This design comes from an exercise in tuning for small area, a short achievable clock period and few clock cycles per item on the open sky130 flow, not from production work. Function was checked by simulation only, so behaviour that the tests miss may differ from the original. Power figures rest on the tool's default switching activity, not on a simulated workload.

==> flow/design.v, too long to show whole: its modules and the start of the top module <==
// module mbsd_decide: 874 lines
// module moving_baseline_spike_detector: 264 lines
// module mbsd_add: 29 lines
module moving_baseline_spike_detector #(
    parameter int WINDOW     = 8,
    parameter int DAY_LENGTH = 1440
) (
    input  logic                             i_clk,
    input  logic                             i_rst_n,
    input  logic                             i_valid,
    output logic                             o_ready,
    input  logic [mbsd_pkg::COUNT_W-1:0]     i_error_count,
    input  logic                             i_start_of_day,
    output logic                             o_valid,
    input  logic                             i_ready,
    output logic                             o_decision_valid,
    output logic                             o_anomaly,
    output logic [mbsd_pkg::MINUTE_W-1:0]    o_minute_index,
    output logic [mbsd_pkg::BASE_W-1:0]      o_baseline_sum,
    output logic [mbsd_pkg::TOTAL_W-1:0]     o_anomaly_total,
    input  logic                             i_cfg_valid,
    output logic                             o_cfg_ready,
    input  logic [mbsd_pkg::CFG_IDX_W-1:0]   i_cfg_index,
    input  logic [mbsd_pkg::CFG_W-1:0]       i_cfg_data
);
  // ...
==> flow/flow/run.sh <==
#!/bin/bash
# Standard ORFS layout (the standard.sh) with two changes to how the layout
# is made:
#  - timing repair aims for a larger setup-slack margin (flow/margin.txt), so it
#    keeps improving paths below the clock period;
#  - the port buffers that global placement inserts are plain buffers
#    (flow/port_buffer.txt) instead of the delay cell ORFS picks by default.
# The whole make output goes to make_flow.log; ORFS's per-step logs stay in
# orfs/logs.
set -euo pipefail
MARGIN=$(cat flow/margin.txt)
PORTBUF=$(cat flow/port_buffer.txt)
sed -e "s/SETUP_SLACK_MARGIN=[0-9.]*/SETUP_SLACK_MARGIN=${MARGIN}/" standard.sh > standard_margin.sh
grep -q "SETUP_SLACK_MARGIN=${MARGIN}" standard_margin.sh
bash standard_margin.sh "BUFFER_PORTS_ARGS=-buffer_cell ${PORTBUF}" finish > make_flow.log 2>&1
==> flow/flow/margin.txt <==
6.6
==> flow/flow/port_buffer.txt <==
sky130_fd_sc_hd__buf_2
==> flow/standard.sh <==
#!/bin/bash
# synth_recipe.tcl (not shown) runs the flow's synth.tcl, then flattens the netlist and writes it again
# the make line also repeats each setting of config.mk as NAME=value (left out here)
make -C /OpenROAD-flow-scripts/flow DESIGN_CONFIG=/design/flow/config.mk WORK_HOME=/design/flow/orfs CLKGATE_MAP_FILE= SYNTH_SCRIPT=/design/flow/synth_recipe.tcl "${@:-finish}"
==> flow/config.mk <==
export PLATFORM = sky130hd
export DESIGN_NAME = moving_baseline_spike_detector
export DESIGN_NICKNAME = moving_baseline_spike_detector
export VERILOG_FILES = /design/flow/design.v
export SDC_FILE = /design/flow/constraint.sdc
export NUM_CORES = 4
export LEC_CHECK = 0
export ABC_AREA = 1
export CAP_MARGIN = 20
export CORE_MARGIN = 2
export CORE_UTILIZATION = 65
export CTS_CLUSTER_DIAMETER = 80
export CTS_CLUSTER_SIZE = 24
export PLACE_DENSITY = 0.8
export SETUP_SLACK_MARGIN = 5
export SLEW_MARGIN = 20
==> flow/constraint.sdc <==
create_clock -name core_clock -period 10.0 [get_ports {i_clk}]
set_input_delay 2.0000 -clock core_clock [delete_from_list [all_inputs] [get_ports {i_clk}]]
set_output_delay 2.0000 -clock core_clock [all_outputs]
set_load 0.01 [all_outputs]
==> metrics.md, run 1 <==
| Metric | Value |
|---|---|
| Status | finished clean |
| Clk power | 974 uW |
| Final Util | 73.8% |
| Clock Skews | 15.2 ps |
| Antenna Cells | 0 |
| Leading cell kind | registers |
| Most used routing layer | met2 |
| Most common cell in the netlist | inv_1 |
| Final Max Slew Viols | 0 |
| Root Driver | clkbuf_16 |
| Area contributors post-synth | edfxtp_1 44%, fa_1 14%, xor2_1 6.6%, inv_1 6.1%, ha_1 5.6% |
| Maxcap violations | 0 |
| Number of synthesized flops with an enable pin | 328 |
| Sw Pwr | 1.51 mW |
| Die X-Extent | 190 um |
| Tot Pwr | 4.46 mW |
| Layout cells sized above 1 | 13.6% |
| Post-synth top flop | edfxtp_1 |
| Top sig layer | met4 |
| Number of I/O pins | 86 |
| Num tapcells | 448 |
| Worst Reg-to-Reg Cells | 8 |
| Tightest slew margin relative to the limit | 29.7% |
| Final hold vios | 0 |
| Adder-Cell Fraction of Synth Area | 20.2% |
| FF-to-FF Start | r_mult_digits[11]$_SDFFE_PN0P_ |
| Top cells by count, synth | 364 x inv_1, 328 x edfxtp_1, 261 x nand2_1, 168 x xor2_1, 162 x fa_1 |
| Per-cell routed wire length | 20.8 um |
| Total Routed Length | 54.4 mm |
| Dpl ws | 4920 ps |
| Number of fill cells | 2,251 |
| WL met3 | 6.38 mm |
| Final critical-path required period | 3390 ps |
| Cell Area, Synth | 0.0224 sq mm |
Testbench counts, summed over its fixed seeds: cycles 23,064, items 23,040.
==> inputs of run 2 (changes only) <==
--- a/flow/config.mk
+++ b/flow/config.mk
@@ -8,9 +8,8 @@
 export ABC_AREA = 1
 export CAP_MARGIN = 20
 export CORE_MARGIN = 2
-export CORE_UTILIZATION = 65
-export CTS_CLUSTER_DIAMETER = 80
-export CTS_CLUSTER_SIZE = 24
-export PLACE_DENSITY = 0.8
+export CORE_UTILIZATION = 55
+export CTS_CLUSTER_DIAMETER = 90
+export CTS_CLUSTER_SIZE = 30
 export SETUP_SLACK_MARGIN = 5
 export SLEW_MARGIN = 20
==> run 2 against run 1 <==
Die area rose by 18%; clock power rose by 2%; sequential share of layout area fell by 0.50 points; register-to-register slack is essentially flat; fmax hardly changed; critical path type unchanged; largest cell class unchanged.
==> metrics.md, run 2 <==
| Metric | Value |
|---|---|
| Detail Route Antenna Nets | 0 |
| Tot Pwr | 4.47 mW (+0.21%) |
| DR vias/cell | 5.59 |
| Largest fanout on the critical path | 7 |
| Most common cell in the netlist | inv_1 |
| Leak | 11.4 nW |
| Largest register FFs | 128 |
| Design Area, Final | 0.0252 sq mm |
| Peak supply drop | 0.000162 V |
| Hold Path Class | flop to flop |
| Cts bufs inserted | 20 |
| Part of the Yosys area used for sequential elements | 48.2% |
| Worst skew pair latency | 570 ps |
| Die Y | 206 um |
| Initial antenna violation count | 0 |
| Syn nets | 2,356 |
| Layout Nets | 2,468 |
| Cell Int Power | 2.94 mW |
| Area of the core | 0.0400 sq mm |
| Per-cell routed wire length | 20.7 um (-0.44%) |
| First-pass GRT wire length | 83.9 mm |
| Site Rows | 73 |
| Final hold vios | 0 (unchanged) |
| Yosys warnings | 8 |
| CTS sink cnt | 375 |
| Root Driver | clkbuf_16 |
| Final Cycle Share | 33.9% |
| Most frequent cells in the layout | 362 x inv_1, 328 x edfxtp_1, 253 x nand2_1, 166 x xor2_1, 159 x fa_1 |
| Most flop-heavy register | r_hist |
| RSZ-0062 raised after global routing | true |
| Status | finished clean |
| Clk slew on worst S/H paths | 110 ps |
| Post-synth top flop | edfxtp_1 |
| Synth Area per Inst | 10.9 sq um |
| Total Routed Length | 56.0 mm (+2.9%) |
| Top cells by count, synth | 364 x inv_1, 328 x edfxtp_1, 261 x nand2_1, 168 x xor2_1, 162 x fa_1 |
| Biggest regs | r_hist: 128 flops, r_dc_r0: 35 flops, r_dc_r1: 34 flops |
| Max incr delay on CP | 520 ps |
| Setup CP Type | flop to flop |
| Max Fclk | 295 MHz |
| Largest net degree at the start of global routing | 99 |
| Clock Skews | 41.1 ps (+25.9 ps) |
| Startpoint types | flop |
| Synth top area share | 44.0% |
| Synth area leader | edfxtp_1 |
| Combinational fraction of design power | 32.3% |
| Setup tns final | 0 ps |
| DRT Pass-1 Iters | 6 |
| Post-synth ARST share | 0% |
| Power share of the clock group | 22.2% |
| Number of I/O pins | 86 (unchanged) |
| Yosys cell types | 48 |
| Dpl ws | 5680 ps (+763 ps) |
| Post-Syn Instances | 2,053 |
| Number of synthesized flops with an enable pin | 328 (unchanged) |
| Sw frac | 34.4% |
| WHS | 425 ps |
| Die area | 0.0424 sq mm |
| Most common library cell in the layout ignoring fill and taps | inv_1 |
| Sequential Power Share | 45.5% |
| Crit end category | flop |
| Most used cell, CP | fa_1 |
| Tightest slew margin relative to the limit | 34.7% (+5.0 points) |
| Cell Area, Placed | 0.0233 sq mm |
| Cell Area, Synth | 0.0224 sq mm (unchanged) |
| Layout area overhead | 12.3% |
| Sw Pwr | 1.54 mW (+1.6%) |
| Worst-Margin Slew | 977 ps |
| Vias in the first global route | 14,600 |
| Global-route usage over all layers | 26.4% |
| Placed Instances | 2,593 |
| Maxcap violations | 0 (unchanged) |
| CTS tree | built |
| Non-Filler Instances | 2,704 |
| Final Util | 62.9% (-11 points) |
| Arr. time, crit path | 3700 ps |
| Final setup vio count | 0 |
| Die X-Extent | 206 um (+8.5%) |
| Required time of the worst setup path | 10,310 ps |
| Routability cong. | 0.874 |
| Area contributors post-synth | edfxtp_1 44%, fa_1 14%, xor2_1 6.6%, inv_1 6.1%, ha_1 5.6% |
| Final Max Slew Viols | 0 (unchanged) |
| Total gr overflow | 0 |
| PortBufs | 84 |
| Yosys reg bits | 375 |
| Worst path cell trace | clkinv_2, o22ai_1, xor2_1, fa_1, fa_1, fa_1, inv_1, fa_1 |
| DR iter-0 viols | 1,439 |
| Power Dens Cells | 178 mW/mm^2 |
| Slowest-stage cell, CP | edfxtp_1 |
| H-tree levels | 1 |
| Starting Density | 56.0% |
| Final worst slack | 6610 ps |
| Drc violations | 0 |
| Max Buffers Root-to-Sink | 3 |
| Final critical-path required period | 3390 ps (+1.04 ps) |
| Antenna Cells | 0 (unchanged) |
| HPWL Detailed | 38.0 mm |
| Total number of vias | 15,100 |
| Layout cells sized above 1 | 14.4% (+0.75 points) |
| Hold buffers post-CTS | 0 |
run 2: cell counts after synthesis:
Identical to the previous run, type by type.
run 2: power groups by stage:
stage	clock network (mW)	logic, mW	registers, mW
after floorplan	0	0.953	2.04
after global placement	0	1.28	2.07
after detailed placement	0	1.32	2.07
after CTS	1.02	1.37	2.04
after global routing	1.06	1.67	2.05
final	0.993	1.45	2.04
run 2: path summary, 6_finish.rpt:
check / start / depth (start not counted) / to / slack, ps
worst min-delay path: r_hist[3][9]$_DFFE_PP_ / 0 / r_hist[4][9]$_DFFE_PP_ / 430
worst min register to register: r_hist[3][9]$_DFFE_PP_ / 0 / r_hist[4][9]$_DFFE_PP_ / 430
worst max-delay path: r_sum[17]$_SDFFCE_PP0P_ / 8 / r_dc_r1[18]$_DFFE_PN_ / 6610
worst max register to register: r_sum[17]$_SDFFCE_PP0P_ / 8 / r_dc_r1[18]$_DFFE_PN_ / 6610
run 2: cell type report:
type | count | area [sq um]
flip-flops and latches | 375 | 10800
repair buffers | 165 | 1220
well taps | 525 | 657
fillers | 3220 | 14900
multi-input cells | 1190 | 10000
repair inverters | 3 | 18.8
clock buffers | 25 | 529
clock inverters | 11 | 186
inverters | 410 | 1720
run 2: logic make-up after synthesis:
kind of cell / synth area share, %
other cells: 0.0167
buf+inv: 8.33
fa+ha+maj: 20.2
simple gates: 8.19
compound gates: 7.95
xor+xnor: 7.00
mux: 0.140
flops: 48.2
run 2: worst max-delay path: cells and delay by family (launching register included):
family	cells	cell delay [ps]
fa+ha+maj	4	1870
flops	1	520
xor+xnor	1	230
compound gates	1	200
buf+inv	2	310
run 2: routing by layer:
metal  GRT usage (%)  routed length [um]  vias to the layer above
met2            41.3               25300                      602
met5               0                   0                        -
met4            7.12                1250                        0
met3            4.47                4310                       74
li1                -                   -                     6991
met1            38.3               25200                     7437
run 2: what timing repair did:
item / CTS / global route
gates cloned: 4 / 4
setup endpoints to repair: 262 / 160
buffers inserted: 11 / 55
gates resized for setup: 93 / 64
hold endpoints to repair: 0 / 0
pin swaps: 3 / 15
==> inputs of run 3 (changes only) <==
--- a/flow/config.mk
+++ b/flow/config.mk
@@ -9,7 +9,8 @@
 export CAP_MARGIN = 20
 export CORE_MARGIN = 2
 export CORE_UTILIZATION = 55
-export CTS_CLUSTER_DIAMETER = 90
-export CTS_CLUSTER_SIZE = 30
+export CTS_CLUSTER_DIAMETER = 80
+export CTS_CLUSTER_SIZE = 24
+export PLACE_DENSITY = 0.88
 export SETUP_SLACK_MARGIN = 5
 export SLEW_MARGIN = 20
==> run 3 against run 2 <==
Cell area is 0.79% higher; die area unchanged; first-iteration DRC count increased by 96%; clock skew down 2.3 ps; critical endpoint is now r_dc_r1[13]$_DFFE_PN_; non-clock buffer count increased by 22; sequential cell count stayed put; global-route usage fell by 0.34 points; power increased by 4.5%; fmax decreased by 6.0%; largest power group unchanged; clock power about the same.
==> metrics.md, run 3 <==
| Metric | Value |
|---|---|
| Layout area overhead | 13.1% |
| Yosys cell types | 48 (unchanged) |
| RSZ-0062 raised after global routing | true |
| Dpl ws | 4930 ps (-755 ps) |
| Crit end category | flop |
| First-pass GRT wire length | 84.7 mm (+0.93%) |
| Largest register FFs | 128 (unchanged) |
| Area of the core | 0.0400 sq mm (unchanged) |
| Syn nets | 2,356 (unchanged) |
| Post-synthesis mux area share | 0.140% (unchanged) |
| Root Driver | clkbuf_16 |
| Area contributors post-synth | edfxtp_1 44%, fa_1 14%, xor2_1 6.6%, inv_1 6.1%, ha_1 5.6% |
| Clk slew on worst S/H paths | 110 ps (about the same) |
| Drc violations | 0 (unchanged) |
| Worst-Margin Slew | 1010 ps (+35.0 ps) |
| Site Rows | 73 (unchanged) |
| Total Routed Length | 63.5 mm (+13%) |
| Adder-Cell Fraction of Synth Area | 20.2% (unchanged) |
| Synth Area per Inst | 10.9 sq um (unchanged) |
| Cell Area, Placed | 0.0233 sq mm (unchanged) |
| Final Cycle Share | 36.1% (+2.2 points) |
| Final Max Slew Viols | 0 (unchanged) |
| Top cells by count, synth | 364 x inv_1, 328 x edfxtp_1, 261 x nand2_1, 168 x xor2_1, 162 x fa_1 |
| Peak supply drop | 0.000160 V (-0.86%) |
| Largest family of logic cells by synthesized area | adder cells |
| Max Buffers Root-to-Sink | 3 (unchanged) |
| Most frequent cells in the layout | 357 x inv_1, 328 x edfxtp_1, 252 x nand2_1, 166 x xor2_1, 155 x fa_1 |
| Arr. time, crit path | 3930 ps (+230 ps) |
| Crit path max-delay family | adder cells |
| H-tree levels | 1 (unchanged) |
| Vias in the first global route | 16,000 (+9.7%) |
| Max Fclk | 277 MHz (-6.0%) |
| PortBufs | 84 (unchanged) |
| Detail Route Antenna Nets | 0 (unchanged) |
| Final Util | 63.4% (+0.50 points) |
| Maxcap violations | 0 (unchanged) |
| Slowest-stage cell, CP | fa_1 |
| Most used cell, CP | fa_1 |
| Leak | 11.5 nW (+0.92%) |
| Clock Skews | 38.8 ps (-2.27 ps) |
| Number of synthesized flops with an enable pin | 328 (unchanged) |
| CTS sink cnt | 375 (unchanged) |
| Most common library cell in the layout ignoring fill and taps | inv_1 |
| Required time of the worst setup path | 10,320 ps (about the same) |
| Worst skew pair latency | 600 ps (+30 ps) |
| Biggest regs | r_hist: 128 flops, r_dc_r0: 35 flops, r_dc_r1: 34 flops |
| DR vias/cell | 6.27 (+12%) |
| Max incr delay on CP | 590 ps (+70 ps) |
| Final setup vio count | 0 (unchanged) |
| Post-synth top flop | edfxtp_1 |
| Synth Area in Compound Gates | 7.95% (unchanged) |
| Starting Density | 56.0% (unchanged) |
| Die area | 0.0424 sq mm (unchanged) |
| Most common cell in the netlist | inv_1 |
| Layout cells sized above 1 | 15.9% (+1.5 points) |
| Yosys warnings | 8 (unchanged) |
| DRT Pass-1 Iters | 11 (+5) |
| Status | finished clean |
| Worst path cell trace | clkinv_4, buf_4, o22ai_1, xor2_1, fa_1, inv_1, fa_1, inv_1, fa_1, inv_1, fa_1 |
| Tot Pwr | 4.67 mW (+4.5%) |
| Final critical-path required period | 3610 ps (+216 ps) |
| Largest net degree at the start of global routing | 61 (-38%) |
| XOR/XNOR share of the synthesized area | 7.00% (unchanged) |
| Power Dens Cells | 184 mW/mm^2 (+3.7%) |
| DR iter-0 viols | 2,827 (+96%) |
| Final worst slack | 6390 ps (-216 ps) |
| Per-cell routed wire length | 23.2 um (+12%) |
| Startpoint types | flop |
| Tightest slew margin relative to the limit | 32.1% (-2.6 points) |
| Cts bufs inserted | 22 (+10%) |
| Total gr overflow | 0 (unchanged) |
| Most flop-heavy register | r_hist |
| Number of fill cells | 2,640 (-18%) |
| Cell Area, Synth | 0.0224 sq mm (unchanged) |
| Worst path bufs/invs | 5 (+3) |
| Die Y | 206 um (unchanged) |
| Total number of vias | 17,100 (+13%) |
| Initial antenna violation count | 0 (unchanged) |
| Synth area leader | edfxtp_1 |
| CTS tree | built |
| Part of the Yosys area used for sequential elements | 48.2% (unchanged) |
| Number of I/O pins | 86 (unchanged) |
| Setup tns final | 0 ps (unchanged) |
| Die X-Extent | 206 um (unchanged) |
| Final hold vios | 0 (unchanged) |
| Routability cong. | 0.914 (+4.6%) |
| Hold Path Class | flop to flop |
| Post-synth ARST share | 0% (unchanged) |
| Setup CP Type | flop to flop |
| Design Area, Final | 0.0253 sq mm (+0.79%) |
| Global-route usage over all layers | 26.0% (-0.34 points) |
| Synth Area in Simple Gates | 8.19% (unchanged) |
| Layout Nets | 2,494 (+1.1%) |
| Yosys reg bits | 375 (unchanged) |
| HPWL Detailed | 36.5 mm (-4.0%) |
| Post-Syn Instances | 2,053 (unchanged) |
| Largest fanout on the critical path | 11 (+4) |
| Synth top area share | 44.0% (unchanged) |
run 3: cell counts after synthesis:
Identical to the previous run, type by type.
run 3: cells by family (layout without fill, tap and decap cells):
family / count (synthesis) / after routing
buf+inv: 490 / 643
compound gates: 303 / 303
other cells: 1 / 3
mux: 3 / 3
fa+ha+maj: 265 / 265
xor+xnor: 179 / 179
simple gates: 437 / 438
flops: 375 / 375
run 3: worst paths after layout:
path	to	from	cells past startpoint	slack (ps)
worst max-delay path	r_dc_r1[13]$_DFFE_PN_	r_mult_digits[11]$_SDFFE_PN0P_	11	6390
worst min-delay path	r_hist[4][12]$_DFFE_PP_	r_hist[3][12]$_DFFE_PP_	0	410
worst max register to register	r_dc_r1[13]$_DFFE_PN_	r_mult_digits[11]$_SDFFE_PN0P_	11	6390
worst min register to register	r_hist[4][12]$_DFFE_PP_	r_hist[3][12]$_DFFE_PP_	0	410
run 3: power by group:
part / internal [mW] / leakage, nW / switching, mW
clock network: 0.457 / 0.354 / 0.563
logic: 0.621 / 7.44 / 0.983
registers: 1.95 / 3.71 / 0.0995
run 3: repair_timing:
| action | 4_1_cts | 5_1_grt |
|---|---|---|
| hold buffers | 0 | 0 |
| pin swaps | 0 | 20 |
| endpoints found under the hold margin | 0 | 0 |
| resized for setup | 86 | 88 |
| buffers inserted | 8 | 80 |
| cloned | 3 | 7 |
| endpoints found under the setup margin | 222 | 63 |
run 3: routing by layer:
layer	routed length, um	vias to the layer above	global-route usage [%]
li1	-	7038	-
met1	21100	8041	32.9
met2	28300	1541	42.7
met3	9070	507	6.26
met4	4920	2	11.9
met5	33	-	0
run 3: layout make-up:
type	instances	area, sq um	share of cell area [%]
diodes	2	5.00	0.0197
clock buffers	31	616	2.43
clock inverters	9	121	0.479
inverters	410	1730	6.82
multi-input cells	1189	10000	39.4
flip-flops and latches	375	10800	42.7
well taps	525	657	2.59
repair buffers	187	1360	5.36
repair inverters	6	35.0	0.138
run 3: per-stage QoR:
stage          hold slack (ps)  cells
2_1_floorplan              400   2053
3_3_place_gp               400   2594
3_5_place_dp               405   2594
4_1_cts                    421   2645
5_1_grt                    425   2732
6_report                   411   2734
run 3: worst register-to-register path, delay by kind of cell, from the launching register on:
kind | cells | cell delay [ps]
XOR/XNOR | 1 | 160
flip-flops | 1 | 400
adder cells (fa/ha/maj) | 4 | 1860
AO/OA/AOI/OAI | 1 | 300
buffers and inverters | 5 | 610
==> inputs of run 4 (changes only) <==
--- a/flow/config.mk
+++ b/flow/config.mk
@@ -11,6 +11,5 @@
 export CORE_UTILIZATION = 55
 export CTS_CLUSTER_DIAMETER = 80
 export CTS_CLUSTER_SIZE = 24
-export PLACE_DENSITY = 0.88
 export SETUP_SLACK_MARGIN = 5
 export SLEW_MARGIN = 20
==> run 4 against run 3 <==
Power fell by 1.5%; global-route usage rose by 0.42 points; sequential share of layout area rose by 0.11 points; register-to-register slack improved by 270 ps; synthesized cell count did not move; fmax rose by 8.1%; critical path type unchanged; largest power group unchanged.
==> metrics.md, run 4 <==
| Metric | Value |
|---|---|
| Status | finished clean |
| Largest register FFs | 128 (unchanged) |
| Die X-Extent | 206 um (unchanged) |
| Hold path startpoint | r_hist[3][13]$_DFFE_PP_ |
| Dpl ws | 5680 ps (+755 ps) |
| Antenna Cells | 0 (-2) |
| Combinational fraction of design power | 31.6% (-2.7 points) |
| Top cells by count, synth | 364 x inv_1, 328 x edfxtp_1, 261 x nand2_1, 168 x xor2_1, 162 x fa_1 |
| Synth area leader | edfxtp_1 |
| Post-synth ARST share | 0% (unchanged) |
| Global-route usage over all layers | 26.5% (+0.42 points) |
| Arr. time, crit path | 3670 ps (-260 ps) |
| Final hold vios | 0 (unchanged) |
| Synth Area per Inst | 10.9 sq um (unchanged) |
| Total number of vias | 15,200 (-11%) |
| Most frequent cells in the layout | 361 x inv_1, 328 x edfxtp_1, 246 x nand2_1, 167 x xor2_1, 161 x fa_1 |
| Die area | 0.0424 sq mm (unchanged) |
| Non-Filler Instances | 2,716 (-0.66%) |
| H-tree levels | 1 (unchanged) |
| Crit path max-delay family | adder cells |
| Cell Int Power | 3.03 mW (about the same) |
| DR vias/cell | 5.59 (-11%) |
| Sequential Power Share | 44.2% (+0.3 points) |
| R2R Path End | r_dc_r1[15]$_DFFE_PN_ |
| Final critical-path required period | 3340 ps (-271 ps) |
| Met1 usage | 39.1% (+6.2 points) |
| First-pass GRT wire length | 84.0 mm (-0.84%) |
| Startpoint types | flop |
| Post-synthesis mux area share | 0.140% (unchanged) |
| Largest fanout on the critical path | 18 (+7) |
| Synth top area share | 44.0% (unchanged) |
| Most common library cell in the layout ignoring fill and taps | inv_1 |
| Die Y | 206 um (unchanged) |
| Part of the Yosys area used for sequential elements | 48.2% (unchanged) |
| Clk slew on worst S/H paths | 100 ps (about the same) |
| Setup tns final | 0 ps (unchanged) |
| Sw Pwr | 1.58 mW (-4.1%) |
| Worst path cell trace | buf_8, clkinv_2, xor2_1, fa_1, fa_1, fa_1, inv_1, fa_1 |
| FF-to-FF Start | r_mult_digits[1]$_SDFFE_PN0P_ |
| Initial antenna violation count | 0 (unchanged) |
| Max Buffers Root-to-Sink | 3 (unchanged) |
| Placed Instances | 2,593 (-0.039%) |
| Cts bufs inserted | 25 (+14%) |
| Largest family of logic cells by synthesized area | adder cells |
| Detail Route Antenna Nets | 0 (unchanged) |
| Per-cell routed wire length | 20.8 um (-10%) |
| Crit end category | flop |
| Hold Path Class | flop to flop |
| Final Util | 63.2% (-0.20 points) |
| Post-Syn Instances | 2,053 (unchanged) |
| Maxcap violations | 0 (unchanged) |
| Adder-Cell Fraction of Synth Area | 20.2% (unchanged) |
| GR Util met2 | 41.1% (-1.5 points) |
| Most used routing layer | met2 |
| Final setup vio count | 0 (unchanged) |
| Worst Hold Path EP | r_hist[4][13]$_DFFE_PP_ |
| Largest net degree at the start of global routing | 99 (+62%) |
| Worst path bufs/invs | 3 (-2) |
| Synth Area in Simple Gates | 8.19% (unchanged) |
| Clock Skews | 34.6 ps (-4.23 ps) |
| Worst skew pair latency | 600 ps (about the same) |
| Area of the core | 0.0400 sq mm (unchanged) |
| DRT Pass-1 Iters | 5 (-6) |
| Post-synth top flop | edfxtp_1 |
| Number of synthesized flops with an enable pin | 328 (unchanged) |
| Hold depth | 0 (unchanged) |
| Number of I/O pins | 86 (unchanged) |
| Vias in the first global route | 14,500 (-9.2%) |
| Most flop-heavy register | r_hist |
| Starting Density | 56.0% (unchanged) |
| Leak | 11.5 nW (-0.36%) |
| Cell Area, Synth | 0.0224 sq mm (unchanged) |
| Worst Reg-to-Reg Cells | 8 (-3) |
| XOR/XNOR share of the synthesized area | 7.00% (unchanged) |
| Required time of the worst setup path | 10,330 ps (about the same) |
| Setup CP Type | flop to flop |
| Tightest slew margin relative to the limit | 35.8% (+3.7 points) |
| Worst-Margin Slew | 961 ps (-51.6 ps) |
| Syn nets | 2,356 (unchanged) |
| Reg2reg setup slack | 6660 ps (+270 ps) |
| Total Routed Length | 56.5 mm (-11%) |
| Area contributors post-synth | edfxtp_1 44%, fa_1 14%, xor2_1 6.6%, inv_1 6.1%, ha_1 5.6% |
| Root Driver | clkbuf_16 |
| Final worst slack | 6660 ps (+271 ps) |
| Most common cell in the netlist | inv_1 |
| Yosys warnings | 8 (unchanged) |
| Layout area overhead | 12.8% |
| Layout cells sized above 1 | 14.9% (-1.0 points) |
| CTS tree | built |
| Site Rows | 73 (unchanged) |
| Yosys cell types | 48 (unchanged) |
| Worst Setup SP | r_mult_digits[1]$_SDFFE_PN0P_ |
| Layout Nets | 2,475 (-0.76%) |
| Final Cycle Share | 33.4% (-2.7 points) |
| Total gr overflow | 0 (unchanged) |
| Final Max Slew Viols | 0 (unchanged) |
| M3 GR Usage | 3.58% (-2.7 points) |
| PortBufs | 84 (unchanged) |
| CTS sink cnt | 375 (unchanged) |
| Sw frac | 34.3% (-0.93 points) |
| HPWL Detailed | 38.0 mm (+4.2%) |
| Yosys reg bits | 375 (unchanged) |
| Max incr delay on CP | 530 ps (-60 ps) |
| Power share of the clock group | 24.1% (+2.3 points) |
| Slowest-stage cell, CP | fa_1 |
| Drc violations | 0 (unchanged) |
| Most used cell, CP | fa_1 |
| Power Dens Cells | 182 mW/mm^2 (-1.2%) |
| Biggest regs | r_hist: 128 flops, r_dc_r0: 35 flops, r_dc_r1: 34 flops |
| Peak supply drop | 0.000150 V (-6.5%) |
| Max Fclk | 300 MHz (+8.1%) |
| Routability cong. | 0.874 (-4.4%) |
| Synth Area in Compound Gates | 7.95% (unchanged) |
| Number of fill cells | 3,239 (+23%) |
| RSZ-0062 raised after global routing | true |
| DR iter-0 viols | 1,295 (-54%) |
## run 4: metrics by stage
stage	hold WS, ps	cell area [sq um]	power (mW)
global route	426	25300	4.92
floorplan	400	22400	2.99
detailed placement	405	23300	3.40
finish	415	25300	4.61
global placement	400	23300	3.34
CTS	420	24500	4.55
## run 4: logic make-up (layout without fill, tap and decap cells)
| kind of cell | count (synthesis) | in the layout |
|---|---|---|
| buffers and inverters | 490 | 626 |
| and+or+nand+nor | 437 | 438 |
| DFF | 375 | 375 |
| AOI/OAI and AO/OA | 303 | 304 |
| adders and majority gates | 265 | 265 |
| xor gates and xnor gates | 179 | 179 |
| muxes | 3 | 3 |
| other | 1 | 1 |
## run 4: power by group through the flow
stage | logic, mW | registers [mW] | clock network [mW]
CTS | 1.37 | 2.04 | 1.14
floorplan | 0.953 | 2.04 | 0
global route | 1.68 | 2.05 | 1.19
finish | 1.46 | 2.04 | 1.11
global placement | 1.28 | 2.07 | 0
detailed placement | 1.32 | 2.07 | 0
## run 4: per-layer routing
metal | share of wire [%] | up-vias | wire [um]
li1 | - | 7012 | -
met1 | 44 | 7482 | 25100
met2 | 45 | 601 | 25400
met3 | 7.9 | 87 | 4460
met4 | 2.8 | 0 | 1560
met5 | 0 | - | 0
## run 4: area by class of cell
type                    instances  area (sq um)  share of cell area (%)
flip-flops and latches        375         10800                    42.8
repair buffers                167          1230                    4.87
repair inverters                3          16.3                  0.0644
multi-input cells            1190          9980                    39.5
clock buffers                  28           637                    2.52
inverters                     410          1720                    6.79
well taps                     525           657                    2.60
clock inverters                18           206                   0.817
## run 4: worst max-delay path by stage
stage	slack (ps)	depth (start not counted)	end
floorplan	3540	4	r_hist[0][0]$_DFFE_PP_
finish	6660	8	r_dc_r1[15]$_DFFE_PN_
detailed placement	5680	6	r_hist[0][13]$_DFFE_PP_
global placement	5710	6	r_hist[0][13]$_DFFE_PP_
global route	6570	9	r_dc_r1[26]$_DFFE_PN_
CTS	6560	6	r_hist[1][14]$_DFFE_PP_
## run 4: timing repair
action	in CTS	in global routing
buffers inserted	12	56
setup endpoints to repair	201	145
endpoints found under the hold margin	0	0
gates resized for setup	89	78
cloned	4	4
hold buffers	0	0
pin swaps	3	14
==> inputs of run 5 (changes only) <==
--- a/flow/config.mk
+++ b/flow/config.mk
@@ -11,5 +11,6 @@
 export CORE_UTILIZATION = 55
 export CTS_CLUSTER_DIAMETER = 80
 export CTS_CLUSTER_SIZE = 24
+export PLACE_DENSITY = 0.75
 export SETUP_SLACK_MARGIN = 5
 export SLEW_MARGIN = 20
==> run 5 against run 4 <==
Largest cell class unchanged; largest power group unchanged; combinational power fell by 4%; core utilization fell by 1.3 points; worst hold slack gained 2.0 ps; cell area down 2.0%.
==> metrics.md, run 5 <==
| Metric | Value |
|---|---|
| Total Routed Length | 53.2 mm (-5.9%) |
| Non-Filler Instances | 2,689 (-0.99%) |
| Most used routing layer | met2 |
| Most common cell in the netlist | inv_1 |
| Max incr delay on CP | 520 ps (about the same) |
| Worst Reg-to-Reg Cells | 9 (+1) |
| Final worst slack | 6660 ps (+3.45 ps) |
| Post-Syn Instances | 2,053 (unchanged) |
| Detail Route Antenna Nets | 0 (unchanged) |
| Clk slew on worst S/H paths | 90 ps (about the same) |
| Worst Hold Path EP | r_hist[5][7]$_DFFE_PP_ |
| Die area | 0.0424 sq mm (unchanged) |
| DRT Pass-1 Iters | 6 (+1) |
| Post-synth ARST share | 0% (unchanged) |
| Slowest-stage cell, CP | fa_1 |
| Reg area | 0.0108 sq mm (unchanged) |
| Drc violations | 0 (unchanged) |
| Die Y | 206 um (unchanged) |
| Layout cells sized above 1 | 12.9% (-1.9 points) |
| Synth Area per Inst | 10.9 sq um (unchanged) |
| Tightest slew margin relative to the limit | 32.4% (-3.4 points) |
| Peak supply drop | 0.000139 V (-7.3%) |
| Worst path cell trace | clkinv_4, buf_4, o22ai_1, xor2_1, fa_1, fa_1, fa_1, inv_1, fa_1 |
| Most common library cell in the layout ignoring fill and taps | inv_1 |
| Syn nets | 2,356 (unchanged) |
| Cell Int Power | 2.96 mW (-2.3%) |
| Combinational fraction of design power | 31.6% (about the same) |
| Area contributors post-synth | edfxtp_1 44%, fa_1 14%, xor2_1 6.6%, inv_1 6.1%, ha_1 5.6% |
| Starting Density | 56.0% (unchanged) |
| Largest register FFs | 128 (unchanged) |
| Cts bufs inserted | 22 (-12%) |
| Total number of vias | 15,400 (+1.1%) |
| Yosys warnings | 8 (unchanged) |
| Startpoint types | flop |
| Worst-Margin Slew | 1010 ps (+53.8 ps) |
| PortBufs | 84 (unchanged) |
| Arr. time, crit path | 3650 ps (-20 ps) |
| M3 GR Usage | 3.71% (+0.13 points) |
| HPWL Detailed | 36.6 mm (-3.5%) |
| Synth area leader | edfxtp_1 |
| Reg2reg setup slack | 6660 ps (about the same) |
| R2R Path End | r_dc_r1[20]$_DFFE_PN_ |
| Per-cell routed wire length | 19.8 um (-4.9%) |
| Most flop-heavy register | r_hist |
| Setup tns final | 0 ps (unchanged) |
| Layout area overhead | 10.5% |
| DR iter-0 viols | 1,471 (+14%) |
| Leak | 11.2 nW (-2.0%) |
| CTS tree | built |
| Final critical-path required period | 3340 ps (-3.45 ps) |
| Placed Instances | 2,592 (-0.039%) |
| Final Cycle Share | 33.4% (-0.034 points) |
| Met1 usage | 33.0% (-6.1 points) |
| Tot Pwr | 4.43 mW (-3.8%) |
| First-pass GRT wire length | 80.5 mm (-4.2%) |
| Final Max Slew Viols | 0 (unchanged) |
| Initial antenna violation count | 0 (unchanged) |
| Yosys reg bits | 375 (unchanged) |
| Final hold vios | 0 (unchanged) |
| Top cells by count, synth | 364 x inv_1, 328 x edfxtp_1, 261 x nand2_1, 168 x xor2_1, 162 x fa_1 |
| Sequential Power Share | 46.0% (+1.8 points) |
| Root Driver | clkbuf_16 |
| Final setup vio count | 0 (unchanged) |
| H-tree levels | 1 (unchanged) |
| Largest net degree at the start of global routing | 89 (-10%) |
| Total gr overflow | 0 (unchanged) |
| Worst skew pair latency | 560 ps (-40 ps) |
| Global-route usage over all layers | 24.6% (-1.8 points) |
| Cell Area, Synth | 0.0224 sq mm (unchanged) |
| FF-to-FF Start | r_sum[17]$_SDFFCE_PP0P_ |
| GR Util met2 | 41.4% (+0.31 points) |
| Max Fclk | 300 MHz (+0.10%) |
| Sw frac | 33.3% (-1.0 points) |
| Power Dens Cells | 179 mW/mm^2 (-1.8%) |
| Part of the Yosys area used for sequential elements | 48.2% (unchanged) |
| Biggest regs | r_hist: 128 flops, r_dc_r0: 35 flops, r_dc_r1: 34 flops |
| Status | finished clean |
| Crit end category | flop |
| Sw Pwr | 1.47 mW (-6.6%) |
| Routability cong. | 0.874 (about the same) |
| Number of I/O pins | 86 (unchanged) |
| Hold Path Class | flop to flop |
| Maxcap violations | 0 (unchanged) |
| CTS sink cnt | 375 (unchanged) |
| Max Buffers Root-to-Sink | 3 (unchanged) |
| Number of fill cells | 3,091 (-4.6%) |
| Yosys cell types | 48 (unchanged) |
| Required time of the worst setup path | 10,310 ps (-20 ps) |
| Hold depth | 0 (unchanged) |
| Largest fanout on the critical path | 9 (-9) |
| Most frequent cells in the layout | 362 x inv_1, 328 x edfxtp_1, 257 x nand2_1, 167 x xor2_1, 162 x fa_1 |
| Area of the core | 0.0400 sq mm (unchanged) |
| Dpl ws | 4700 ps (-985 ps) |
| Footprint of the multi-input gates | 0.00990 sq mm (-0.85%) |
| Clock Skews | 20.9 ps (-13.6 ps) |
| Antenna Cells | 0 (unchanged) |
| Most used cell, CP | fa_1 |
| Hold path startpoint | r_hist[4][7]$_DFFE_PP_ |
| Die X-Extent | 206 um (unchanged) |
| RSZ-0062 raised after global routing | false |
| DR vias/cell | 5.71 (+2.1%) |
| Setup CP Type | flop to flop |
| Number of synthesized flops with an enable pin | 328 (unchanged) |
| Layout Nets | 2,451 (-0.97%) |
| Vias in the first global route | 15,200 (+4.9%) |
| Power share of the clock group | 22.4% (-1.7 points) |
| Site Rows | 73 (unchanged) |
| Post-synth top flop | edfxtp_1 |
| Synth top area share | 44.0% (unchanged) |
[run 5: cell counts after synthesis]
No cell type changed its count.
[run 5: kinds of logic after synthesis]
kind of cell	share of synthesized area, %
flip-flops	48.2
adder cells (fa/ha/maj)	20.2
buffers and inverters	8.33
AO/OA/AOI/OAI	7.95
AND/OR/NAND/NOR	8.19
other	0.0167
multiplexers	0.140
XOR/XNOR	7.00
[run 5: power groups by stage]
stage	Sequential, mW	Clock (mW)	Combinational, mW
6_report	2.04	0.991	1.40
5_1_grt	2.05	1.06	1.62
4_1_cts	2.04	1.01	1.33
3_5_place_dp	2.07	0	1.31
3_3_place_gp	2.07	0	1.24
2_1_floorplan	2.04	0	0.953
[run 5: worst max-delay path by stage]
stage | end | slack [ps] | startpoint | depth (start not counted)
2_1_floorplan | r_hist[0][0]$_DFFE_PP_ | 3540 | i_ready | 4
3_3_place_gp | r_hist[0][12]$_DFFE_PP_ | 4860 | i_ready | 6
3_5_place_dp | r_hist[0][12]$_DFFE_PP_ | 4700 | i_ready | 6
4_1_cts | r_dc_r1[22]$_DFFE_PN_ | 6600 | r_mult_digits[20]$_SDFFE_PN1P_ | 8
5_1_grt | r_sum[15]$_DFFE_PP_ | 6540 | r_full$_DFFE_PP_ | 16
6_report | r_dc_r1[20]$_DFFE_PN_ | 6660 | r_sum[17]$_SDFFCE_PP0P_ | 9
[run 5: layout make-up]
type / count / share of cell area, %
Clock inverter: 9 / 0.445
Clock buffer: 31 / 2.49
Timing Repair Buffer: 143 / 3.78
Multi-Input combinational cell: 1189 / 40.0
Sequential cell: 375 / 43.7
Inverter: 410 / 6.81
Tap cell: 525 / 2.65
Timing Repair inverter: 7 / 0.152
[run 5: critical path, delay by kind of cell (launching register included)]
| kind | cells | cell delay [ps] |
|---|---|---|
| adder cells (fa/ha/maj) | 4 | 1930 |
| flip-flops | 1 | 430 |
| buffers and inverters | 3 | 360 |
| XOR/XNOR | 1 | 210 |
| AO/OA/AOI/OAI | 1 | 160 |
[run 5: what timing repair did]
item | in CTS | in global routing
gates resized for setup | 70 | 62
endpoints found under the setup margin | 303 | 48
setup buffers | 6 | 41
hold buffers | 0 | 0
gates cloned | 3 | 6
pin swaps | 0 | 6
[run 5: per-layer routing]
metal	wire, um	up-vias
met3	4960	136
li1	-	6975
met4	1730	0
met2	25400	748
met1	21100	7493
met5	0	-
[run 5: per-stage QoR]
step	hold WS (ps)	instance area [sq um]	util, %
after floorplan	400	22400	-
after global placement	400	23300	58.1
after detailed placement	405	23300	58.1
after CTS	413	24200	60.5
after global routing	423	24800	61.9
final	417	24800	61.9
==> inputs of run 6 (changes only) <==
--- a/flow/config.mk
+++ b/flow/config.mk
@@ -9,8 +9,8 @@
 export CAP_MARGIN = 20
 export CORE_MARGIN = 2
 export CORE_UTILIZATION = 55
+export CTS_BUF_LIST = sky130_fd_sc_hd__clkbuf_16 sky130_fd_sc_hd__clkbuf_8 sky130_fd_sc_hd__clkbuf_4
 export CTS_CLUSTER_DIAMETER = 80
 export CTS_CLUSTER_SIZE = 24
-export PLACE_DENSITY = 0.75
 export SETUP_SLACK_MARGIN = 5
 export SLEW_MARGIN = 20
==> run 6 against run 5 <==
Combinational power rose by 4%; clock power increased by 13%; setup slack worse by 5.7 ps; clock skew rose by 12 ps; cell count grew 1.0%; count of clock-buffer cells in the layout decreased by 3; global-route usage grew 1.8 points; cell area grew 2.1%; synthesized area did not move; worst hold slack barely moved; non-clock buffer count increased by 24; fmax down 0.17%; largest cell class unchanged; highest routed layer unchanged.
==> metrics.md, run 6 <==
| Metric | Value |
|---|---|
| Number of I/O pins | 86 (unchanged) |
| Worst path cell trace | buf_8, clkinv_2, xor2_1, fa_1, fa_1, fa_1, inv_1, fa_1 |
| First-pass GRT wire length | 84.0 mm (+4.3%) |
| Yosys cell types | 48 (unchanged) |
| Cts bufs inserted | 25 (+14%) |
| Startpoint types | flop |
| Synth Area per Inst | 10.9 sq um (unchanged) |
| RSZ-0062 raised after global routing | true |
| Detail Route Antenna Nets | 0 (unchanged) |
| Worst Setup SP | r_mult_digits[1]$_SDFFE_PN0P_ |
| WHS | 417 ps (+0.160 ps) |
| DR iter-0 viols | 1,352 (-8.1%) |
| Layout cells sized above 1 | 15.0% (+2.1 points) |
| Post-synth ARST share | 0% (unchanged) |
| Total Routed Length | 56.5 mm (+6.3%) |
| Crit end category | flop |
| Largest net degree at the start of global routing | 99 (+11%) |
| Final Max Slew Viols | 0 (unchanged) |
| Tightest slew margin relative to the limit | 35.5% (+3.2 points) |
| Leak | 11.5 nW (+2.1%) |
| Crit path max-delay family | adder cells |
| Largest fanout on the critical path | 18 (+9) |
| Max Fclk | 299 MHz (-0.17%) |
| Largest register FFs | 128 (unchanged) |
| Setup CP Type | flop to flop |
| Starting Density | 56.0% (unchanged) |
| Most frequent cells in the layout | 361 x inv_1, 328 x edfxtp_1, 246 x nand2_1, 167 x xor2_1, 161 x fa_1 |
| Met1 wire length | 25.0 mm (+19%) |
| Cell Area, Synth | 0.0224 sq mm (unchanged) |
| Power Dens Cells | 182 mW/mm^2 (+2.0%) |
| Hold Path Class | flop to flop |
| Total number of vias | 15,200 (-1.1%) |
| Layout Nets | 2,475 (+0.98%) |
| Area contributors post-synth | edfxtp_1 44%, fa_1 14%, xor2_1 6.6%, inv_1 6.1%, ha_1 5.6% |
| Clk slew on worst S/H paths | 100 ps (about the same) |
| Most common cell in the netlist | inv_1 |
| Most common library cell in the layout ignoring fill and taps | inv_1 |
| Yosys warnings | 8 (unchanged) |
| Hold buffers post-CTS | 0 (unchanged) |
| Drc violations | 0 (unchanged) |
| Max incr delay on CP | 530 ps (about the same) |
| Peak supply drop | 0.000150 V (+7.8%) |
| Part of the Yosys area used for sequential elements | 48.2% (unchanged) |
| Area of the core | 0.0400 sq mm (unchanged) |
| HPWL Detailed | 38.0 mm (+3.6%) |
| Reg2reg setup slack | 6660 ps (about the same) |
| Worst skew pair latency | 600 ps (+40 ps) |
| Footprint of the multi-input gates | 0.00998 sq mm (+0.86%) |
| Arr. time, crit path | 3670 ps (+20 ps) |
| Number of synthesized flops with an enable pin | 328 (unchanged) |
| PortBufs | 84 (unchanged) |
| Final Cycle Share | 33.4% (+0.057 points) |
| H-tree levels | 1 (unchanged) |
| Initial antenna violation count | 0 (unchanged) |
| Die X-Extent | 206 um (unchanged) |
| Syn nets | 2,356 (unchanged) |
| DR vias/cell | 5.59 (-2.1%) |
| Setup tns final | 0 ps (unchanged) |
| Final setup vio count | 0 (unchanged) |
| Antenna Cells | 0 (unchanged) |
| DRT Pass-1 Iters | 5 (-1) |
| Most used cell, CP | fa_1 |
| Top cells by count, synth | 364 x inv_1, 328 x edfxtp_1, 261 x nand2_1, 168 x xor2_1, 162 x fa_1 |
| Final critical-path required period | 3340 ps (+5.69 ps) |
| CTS sink cnt | 375 (unchanged) |
| Global-route usage over all layers | 26.5% (+1.8 points) |
| Required time of the worst setup path | 10,330 ps (+20 ps) |
| CTS tree | built |
| Routability cong. | 0.874 (about the same) |
| Die area | 0.0424 sq mm (unchanged) |
| R2R Path End | r_dc_r1[15]$_DFFE_PN_ |
| Most flop-heavy register | r_hist |
| Reg area | 0.0108 sq mm (unchanged) |
| Synth area leader | edfxtp_1 |
| Root Driver | clkbuf_16 |
| Top sig layer | met4 |
| Final hold vios | 0 (unchanged) |
| Per-cell routed wire length | 20.8 um (+5.2%) |
| Die Y | 206 um (unchanged) |
| Total gr overflow | 0 (unchanged) |
| Slowest-stage cell, CP | fa_1 |
| Worst-Margin Slew | 965 ps (-49.8 ps) |
| Yosys reg bits | 375 (unchanged) |
| Worst setup path end | r_dc_r1[15]$_DFFE_PN_ |
| Biggest regs | r_hist: 128 flops, r_dc_r0: 35 flops, r_dc_r1: 34 flops |
| FF-to-FF Start | r_mult_digits[1]$_SDFFE_PN0P_ |
| Post-synth top flop | edfxtp_1 |
| WL met3 | 4.46 mm (-10%) |
| Worst path bufs/invs | 3 (unchanged) |
| Synth top area share | 44.0% (unchanged) |
| Crit. path cell count | 8 (-1) |
| Maxcap violations | 0 (unchanged) |
| Site Rows | 73 (unchanged) |
| Max Buffers Root-to-Sink | 3 (unchanged) |
| Vias in the first global route | 14,500 (-4.7%) |
| Clock Skews | 33.0 ps (+12.1 ps) |
| Met2 WL | 25.3 mm (-0.23%) |
| Layout area overhead | 12.8% |
| Worst Reg-to-Reg Cells | 8 (-1) |
| Status | finished clean |
| Post-Syn Instances | 2,053 (unchanged) |
| Number of fill cells | 3,237 (+4.7%) |
==> run 6: cell counts after synthesis <==
Identical to the previous run, type by type.
==> run 6: area by class of cell <==
type	instances	share of cell area (%)
Clock inverter	18	0.817
Multi-Input combinational cell	1190	39.5
Clock buffer	28	2.56
Tap cell	525	2.60
Timing Repair inverter	3	0.0643
Inverter	410	6.79
Sequential cell	375	42.8
Timing Repair Buffer	167	4.87
==> run 6: timing repair <==
item	in CTS	in global routing
pin swaps	3	14
setup buffers	12	56
setup endpoints to repair	201	145
resized for setup	89	78
hold endpoints to repair	0	0
gates cloned	4	4
==> run 6: routing by layer <==
layer | vias up | global-route usage, %
met3 | 99 | 3.58
met1 | 7452 | 39.1
met4 | 0 | 7.70
li1 | 7014 | -
met5 | - | 0
met2 | 615 | 41.1
==> run 6: through the flow <==
step                std cells  power (mW)  setup slack, ps  cell area (sq um)  util (%)
finish                   2716        4.61             6660              25300      63.2
global placement         2593        3.34             5710              23300      58.1
global route             2716        4.93             6570              25300      63.2
detailed placement       2593        3.40             5680              23300      58.1
floorplan                2053        2.99             3540              22400         -
CTS                      2655        4.56             6560              24500      61.3
==> run 6: logic make-up (layout without fill, tap and decap cells) <==
logic type      Yosys count  in the layout  share of synthesized area, %
buf+inv                 490            626                          8.33
other cells               1              1                        0.0167
xor+xnor                179            179                          7.00
simple gates            437            438                          8.19
mux                       3              3                         0.140
flops                   375            375                          48.2
fa+ha+maj               265            265                          20.2
compound gates          303            304                          7.95
==> run 6: power breakdown <==
group	internal, mW	switching [mW]	total [mW]
combinational	0.577	0.880	1.46
clock	0.508	0.611	1.12
sequential	1.95	0.0859	2.04
total	3.04	1.58	4.61
==> run 6: how the worst min path moves through the flow <==
stage / startpoint / to / depth (start not counted)
2_1_floorplan: r_hist[0][0]$_DFFE_PP_ / r_hist[1][0]$_DFFE_PP_ / 0
3_3_place_gp: r_hist[1][10]$_DFFE_PP_ / r_hist[2][10]$_DFFE_PP_ / 0
3_5_place_dp: r_hist[1][4]$_DFFE_PP_ / r_hist[2][4]$_DFFE_PP_ / 0
4_1_cts: r_hist[1][6]$_DFFE_PP_ / r_hist[2][6]$_DFFE_PP_ / 0
5_1_grt: r_hist[3][12]$_DFFE_PP_ / r_hist[4][12]$_DFFE_PP_ / 0
6_report: r_hist[3][13]$_DFFE_PP_ / r_hist[4][13]$_DFFE_PP_ / 0

## port drivers added, routing unchanged
How much do the figures lean on ideal ports? The routed layouts below were timed once more, with nothing changed but the port constraints.
Step 1 sets driving cells, clkbuf_16 on the clock port and buf_2 on the other inputs (assumed; they add their load-dependent delay and slew).
Step 2 times the ports against the registers' clock, not the clock port: input delays grow and output delays shrink by t, the midpoint of the rising clock arrivals with the driver on.
Three values: no drivers, after step 1, after step 2; two values: the first two.
run	t (ns)	setup slack, ns	cell pins on the clock port's net
run 1	0.615	6.607 / 6.607 / 6.123	1
run 2	0.607	6.606 / 6.606 / 6.147	1
run 3	0.635	6.390 / 6.390 / 6.065	1
run 4	0.643	6.661 / 6.661 / 6.072	1
run 5	0.609	6.665 / 6.665 / 6.188	1
run 6	0.641	6.659 / 6.659 / 6.079	1
After both steps setup and hold are still met in every run listed. The setup slack of run 4, which loses most, moves by 0.000 ns with the drivers and by -0.589 ns with both steps.
